Background: an optimization exercise with open tools, aiming at small area, a short achievable clock period and few clock cycles per item. Do not read the settings as production practice.
Function was checked by simulation only, so behaviour that the tests miss may differ from the original.
No activity file was given, so power comes from the tool's default toggle rates.

==> flow/design.v <==
package second_pipe_pkg;
    typedef enum logic [5-1:0] {
        op_none = 5'd0,
        op_add  = 5'd1,
        op_addu = 5'd2,
        op_sub  = 5'd3,
        op_subu = 5'd4,
        op_slt  = 5'd5,
        op_sltu = 5'd6,
        op_and  = 5'd7,
        op_or   = 5'd8,
        op_xor  = 5'd9,
        op_nor  = 5'd10,
        op_sll  = 5'd11,
        op_srl  = 5'd12,
        op_sra  = 5'd13,
        op_lui  = 5'd14
    } alu_op_t;
    typedef struct packed {
        alu_op_t                op;
        logic [32-1:0]     a;
        logic [32-1:0]     b;
        logic                   wr_en;
        logic [5-1:0] wr_addr;
        logic [14-1:0]      exc;
    } dec_t;
    typedef struct packed {
        logic                   wr_en;
        logic [5-1:0] wr_addr;
        logic [32-1:0]     wr_data;
        logic [14-1:0]      exc;
    } res_t;
endpackage
module issue_capture (
    input  logic clk,
    input  logic reset,
    input  logic in_req,
    output logic in_ack,
    input  logic out_req,
    input  logic out_ack,
    output logic take
);
    assign take = in_req && !in_ack && !out_req && !out_ack;
    always_ff @(posedge clk) begin
        if (reset) in_ack <= 1'b0;
        else       in_ack <= in_req && (in_ack || take);
    end
endmodule
module alu_execute (
    input  logic [32-1:0]     instr,
    input  logic [1:0]             pc_lo,
    input  logic [32-1:0]     rs_val,
    input  logic [32-1:0]     rt_val,
    input  logic [14-1:0]      exc_in,
    input  logic                   is_nop,
    output logic                   wr_ok,
    output logic [5-1:0] wr_addr,
    output logic [32-1:0]     wr_data,
    output logic [14-1:0]      exc
);
    logic [5:0]  opcode;
    logic [5:0]  funct;
    logic        rtype;
    logic        itype;
    logic        legal;
    logic        sub;
    logic        ov_op;
    logic        uns;
    logic [1:0]  lop;
    logic        lui;
    logic [31:0] b;
    logic [31:0] bx;
    logic [32:0] sum;
    logic        ovf;
    logic        lt;
    logic [31:0] lres;
    logic [4:0]  sh;
    logic        sh_left;
    logic        fill;
    logic [31:0] sh_in;
    logic [31:0] sh_out;
    logic [31:0] sh_res;
    assign opcode = instr[31:26];
    assign funct  = instr[5:0];
    assign rtype  = (opcode == 6'b000000);
    assign itype  = (opcode[5:3] == 3'b001);
    assign legal = rtype ? ((funct[5:3] == 3'b100) ||
                            (funct[5:1] == 5'b10101) ||
                            (funct[5:3] == 3'b000 && funct[1:0] != 2'b01))
                         : itype;
    logic ri;
    assign ri = !opcode[3];
    assign b = ri ? rt_val :
               {{16{instr[15] & ~opcode[2]}}, instr[15:0]};
    assign sub = ri ? (funct[1] & ~funct[2]) : (opcode[1] & ~opcode[2]);
    assign bx  = b ^ {32{sub}};
    logic [33:0] sum_c;
    assign sum_c = {1'b0, rs_val, 1'b1} + {1'b0, bx, sub};
    assign sum   = sum_c[33:1];
    assign ov_op = rtype ? (funct[5:2] == 4'b1000 && !funct[0])
                         : (opcode == 6'b001000);
    assign ovf   = (rs_val[31] == bx[31]) && (sum[31] != rs_val[31]);
    assign uns = ri ? funct[0] : opcode[0];
    assign lt  = uns ? !sum[32] :
                 ((rs_val[31] != b[31]) ? rs_val[31] : sum[31]);
    logic [31:0] p;
    logic [31:0] g;
    logic [31:0] lui_v;
    assign p     = rs_val ^ bx;
    assign g     = rs_val & bx;
    assign lop   = ri ? funct[1:0] : opcode[1:0];
    assign lui   = !ri;
    assign lui_v = {instr[15:0], 16'h0000};
    always_comb begin
        case (lop)
            2'b00:   lres = g;
            2'b01:   lres = p | g;
            2'b10:   lres = p;
            default: lres = lui ? lui_v : ~(p | g);
        endcase
    end
    assign sh      = funct[2] ? rs_val[4:0] : instr[10:6];
    assign sh_left = !funct[1];
    assign fill    = funct[0] & rt_val[31];
    always_comb begin
        for (int i = 0; i < 32; i++) sh_in[i] = sh_left ? rt_val[31-i] : rt_val[i];
    end
    assign sh_out = $unsigned($signed({fill, sh_in}) >>> sh);
    always_comb begin
        for (int i = 0; i < 32; i++) sh_res[i] = sh_left ? sh_out[31-i] : sh_out[i];
    end
    logic sel_sh;
    logic sel_lt;
    logic sel_log;
    logic sel_sum;
    assign sel_sh  = ri & ~funct[5];
    assign sel_lt  = ri ? (funct[5] & funct[3]) : (~opcode[2] & opcode[1]);
    assign sel_log = ri ? (funct[5] & ~funct[3] & funct[2]) : opcode[2];
    assign sel_sum = ri ? (funct[5] & ~funct[3] & ~funct[2]) : (~opcode[2] & ~opcode[1]);
    assign wr_data = ({32{sel_sh}} & sh_res) | ({32{sel_log}} & lres) |
                     ({32{sel_sum}} & sum[31:0]) | {31'd0, sel_lt & lt};
    assign wr_addr = ri ? instr[15:11] : instr[20:16];
    assign wr_ok   = legal && !is_nop;
    always_comb begin
        exc = exc_in;
        if (ov_op && ovf && !is_nop)  exc[1] = 1'b1;
        if (!legal && !is_nop)        exc[2] = 1'b1;
        if (pc_lo != 2'b00)           exc[6] = 1'b1;
    end
endmodule
module result_handshake (
    input  logic clk,
    input  logic reset,
    input  logic take,
    output logic out_req,
    input  logic out_ack
);
    always_ff @(posedge clk) begin
        if (reset) out_req <= 1'b0;
        else       out_req <= take || (out_req && !out_ack);
    end
endmodule
module second_pipe_top (
    input  logic                   clk,
    input  logic                   reset,
    input  logic                   in_req,
    output logic                   in_ack,
    input  logic [32-1:0]     instr,
    input  logic [32-1:0]     pc,
    input  logic [32-1:0]     rs_val,
    input  logic [32-1:0]     rt_val,
    input  logic [14-1:0]      exc_in,
    input  logic                   is_nop,
    output logic                   out_req,
    input  logic                   out_ack,
    output logic                   wr_en,
    output logic [5-1:0] wr_addr,
    output logic [32-1:0]     wr_data,
    output logic [14-1:0]      exc_out
);
    logic                   x_wr_ok;
    logic [5-1:0] x_wr_addr;
    logic [32-1:0]     x_wr_data;
    logic [14-1:0]      x_exc;
    logic                   take;
    logic                   wr_ok_q;
    alu_execute u_execute (
        .instr(instr), .pc_lo(pc[1:0]), .rs_val(rs_val), .rt_val(rt_val),
        .exc_in(exc_in), .is_nop(is_nop),
        .wr_ok(x_wr_ok), .wr_addr(x_wr_addr), .wr_data(x_wr_data), .exc(x_exc)
    );
    issue_capture u_capture (
        .clk(clk), .reset(reset), .in_req(in_req), .in_ack(in_ack),
        .out_req(out_req), .out_ack(out_ack), .take(take)
    );
    result_handshake u_result (
        .clk(clk), .reset(reset), .take(take),
        .out_req(out_req), .out_ack(out_ack)
    );
    always_ff @(posedge clk) begin
        if (!out_req) begin
            wr_ok_q <= x_wr_ok;
            wr_addr <= x_wr_addr;
            wr_data <= x_wr_data;
            exc_out <= x_exc;
        end
    end
    assign wr_en = wr_ok_q && (exc_out == '0);
endmodule
clock: 5.0 ns
lec_check: 0
cap_margin: 20
core_margin: 2
core_utilization: 40
setup_slack_margin: 2.0
slew_margin: 20
run.sh (not shown) runs the stock make flow with config.mk's settings and CLKGATE_MAP_FILE= SYNTH_SCRIPT=/design/flow/synth_recipe.tcl, a recipe that flattens the netlist after the stock synthesis.
Testbench counts at the start, summed over its fixed seeds: cycles 19,985, items 8,000.
Edit:
==> flow/flow/run.sh (new file) <==
#!/bin/bash
# The standard layout (standard.sh, ORFS make), with plain buffers on
# the ports instead of the delay cells buffer_ports picks by default.
# Each ORFS step logs to its own file under orfs/logs; make's output goes
# to make.log and the DEF export's to write_def.log.
set -euo pipefail
export BUFFER_PORTS_ARGS="-buffer_cell sky130_fd_sc_hd__buf_2"

bash standard.sh > make.log 2>&1
==> flow/standard.sh (new file) <==
#!/bin/bash
# synth_recipe.tcl (not shown) runs the flow's synth.tcl, then flattens the netlist and writes it again
# the make line also repeats each setting of config.mk as NAME=value (left out here)
make -C /OpenROAD-flow-scripts/flow DESIGN_CONFIG=/design/flow/config.mk WORK_HOME=/design/flow/orfs CLKGATE_MAP_FILE= SYNTH_SCRIPT=/design/flow/synth_recipe.tcl "${@:-finish}"
--- a/flow/config.mk
+++ b/flow/config.mk
@@ -6,7 +6,8 @@
 export NUM_CORES = 4
 export LEC_CHECK = 0
+export ABC_AREA = 1
 export CAP_MARGIN = 20
 export CORE_MARGIN = 2
 export CORE_UTILIZATION = 40
-export SETUP_SLACK_MARGIN = 2.0
+export SETUP_SLACK_MARGIN = 1.0
 export SLEW_MARGIN = 20
removed: flow/run.sh
Power drops by about a fifth. Count of clock-buffer cells in the layout drops by 2. Synthesized area climbs slightly. Worst setup slack gets better by 340 ps. Design area drops by about a fifth. Synthesized cell count climbs by well over a third. Hold slack gets better by 38 ps. Clock skew stays flat.
Edit:
--- a/flow/flow/run.sh
+++ b/flow/flow/run.sh
@@ -6,4 +6,4 @@
 set -euo pipefail
 export BUFFER_PORTS_ARGS="-buffer_cell sky130_fd_sc_hd__buf_2"
-
+export ADDER_MAP_FILE=
 bash standard.sh > make.log 2>&1
--- a/flow/config.mk
+++ b/flow/config.mk
@@ -9,5 +9,5 @@
 export CAP_MARGIN = 20
 export CORE_MARGIN = 2
-export CORE_UTILIZATION = 40
-export SETUP_SLACK_MARGIN = 1.0
+export CORE_UTILIZATION = 60
+export SETUP_SLACK_MARGIN = 1.5
 export SLEW_MARGIN = 20
After rerunning: Cell count is higher by a few percent; count of clock-buffer cells in the layout does not change; sequential share of layout area falls by 0.52 points; total power goes down by a few percent; cell area goes up by a few percent; worst setup slack gains 470 ps; via count came out higher by about a fifth; routed wire length climbs by a few percent; core utilization grows by 23 points; clock skew goes up by 4.4 ps; global-route usage is higher by 15 points.
Edit:
--- a/flow/flow/run.sh
+++ b/flow/flow/run.sh
@@ -6,4 +6,4 @@
 set -euo pipefail
 export BUFFER_PORTS_ARGS="-buffer_cell sky130_fd_sc_hd__buf_2"
-export ADDER_MAP_FILE=
+
 bash standard.sh > make.log 2>&1
--- a/flow/config.mk
+++ b/flow/config.mk
@@ -6,8 +6,7 @@
 export NUM_CORES = 4
 export LEC_CHECK = 0
-export ABC_AREA = 1
 export CAP_MARGIN = 20
 export CORE_MARGIN = 2
-export CORE_UTILIZATION = 60
+export CORE_UTILIZATION = 40
 export SETUP_SLACK_MARGIN = 1.5
 export SLEW_MARGIN = 20
Result: Global-route usage drops by 15 points; final cell count falls by 21%; combinational power is higher by 40%; cell area goes up by 15%.

[port drivers added, routing unchanged]
No port has a modelled driver above. Below, the same layouts with a new extraction and two added sets of constraints.
Step 1: set_driving_cell puts a clkbuf_16 on clk and a buf_2 on each other input, an assumption about the parent block.
Step 2 moves the port delays by t, midway between the first and last clock arrival at a register: inputs arrive t later, outputs are due t later. That takes back most of the time a late clock gives input paths.
a / b / c = no drivers / after step 1 / after step 2; a / b = the first two.
| run | shift t [ns] | setup slack, ns | worst setup path after step 2 | clock arrival spread, ns | pins driven straight from the clock port |
|---|---|---|---|---|---|
| the first run | 0.333 | 0.719 / 0.710 / 0.377 | input to register | 0.006 / 0.006 | 1 |
| the second run | 0.331 | 1.059 / 1.070 / 0.740 | input to register | 0.008 / 0.007 | 1 |
| the third run | 0.356 | 1.526 / 1.547 / 1.191 | input to register | 0.017 / 0.018 | 1 |
| the fourth run | 0.335 | 0.793 / 0.787 / 0.452 | input to register | 0.009 / 0.009 | 1 |
After both steps every run listed still meets setup and hold. For the first run, which loses most, drivers alone change the setup slack by -0.009 ns; drivers and shift together by -0.342 ns.
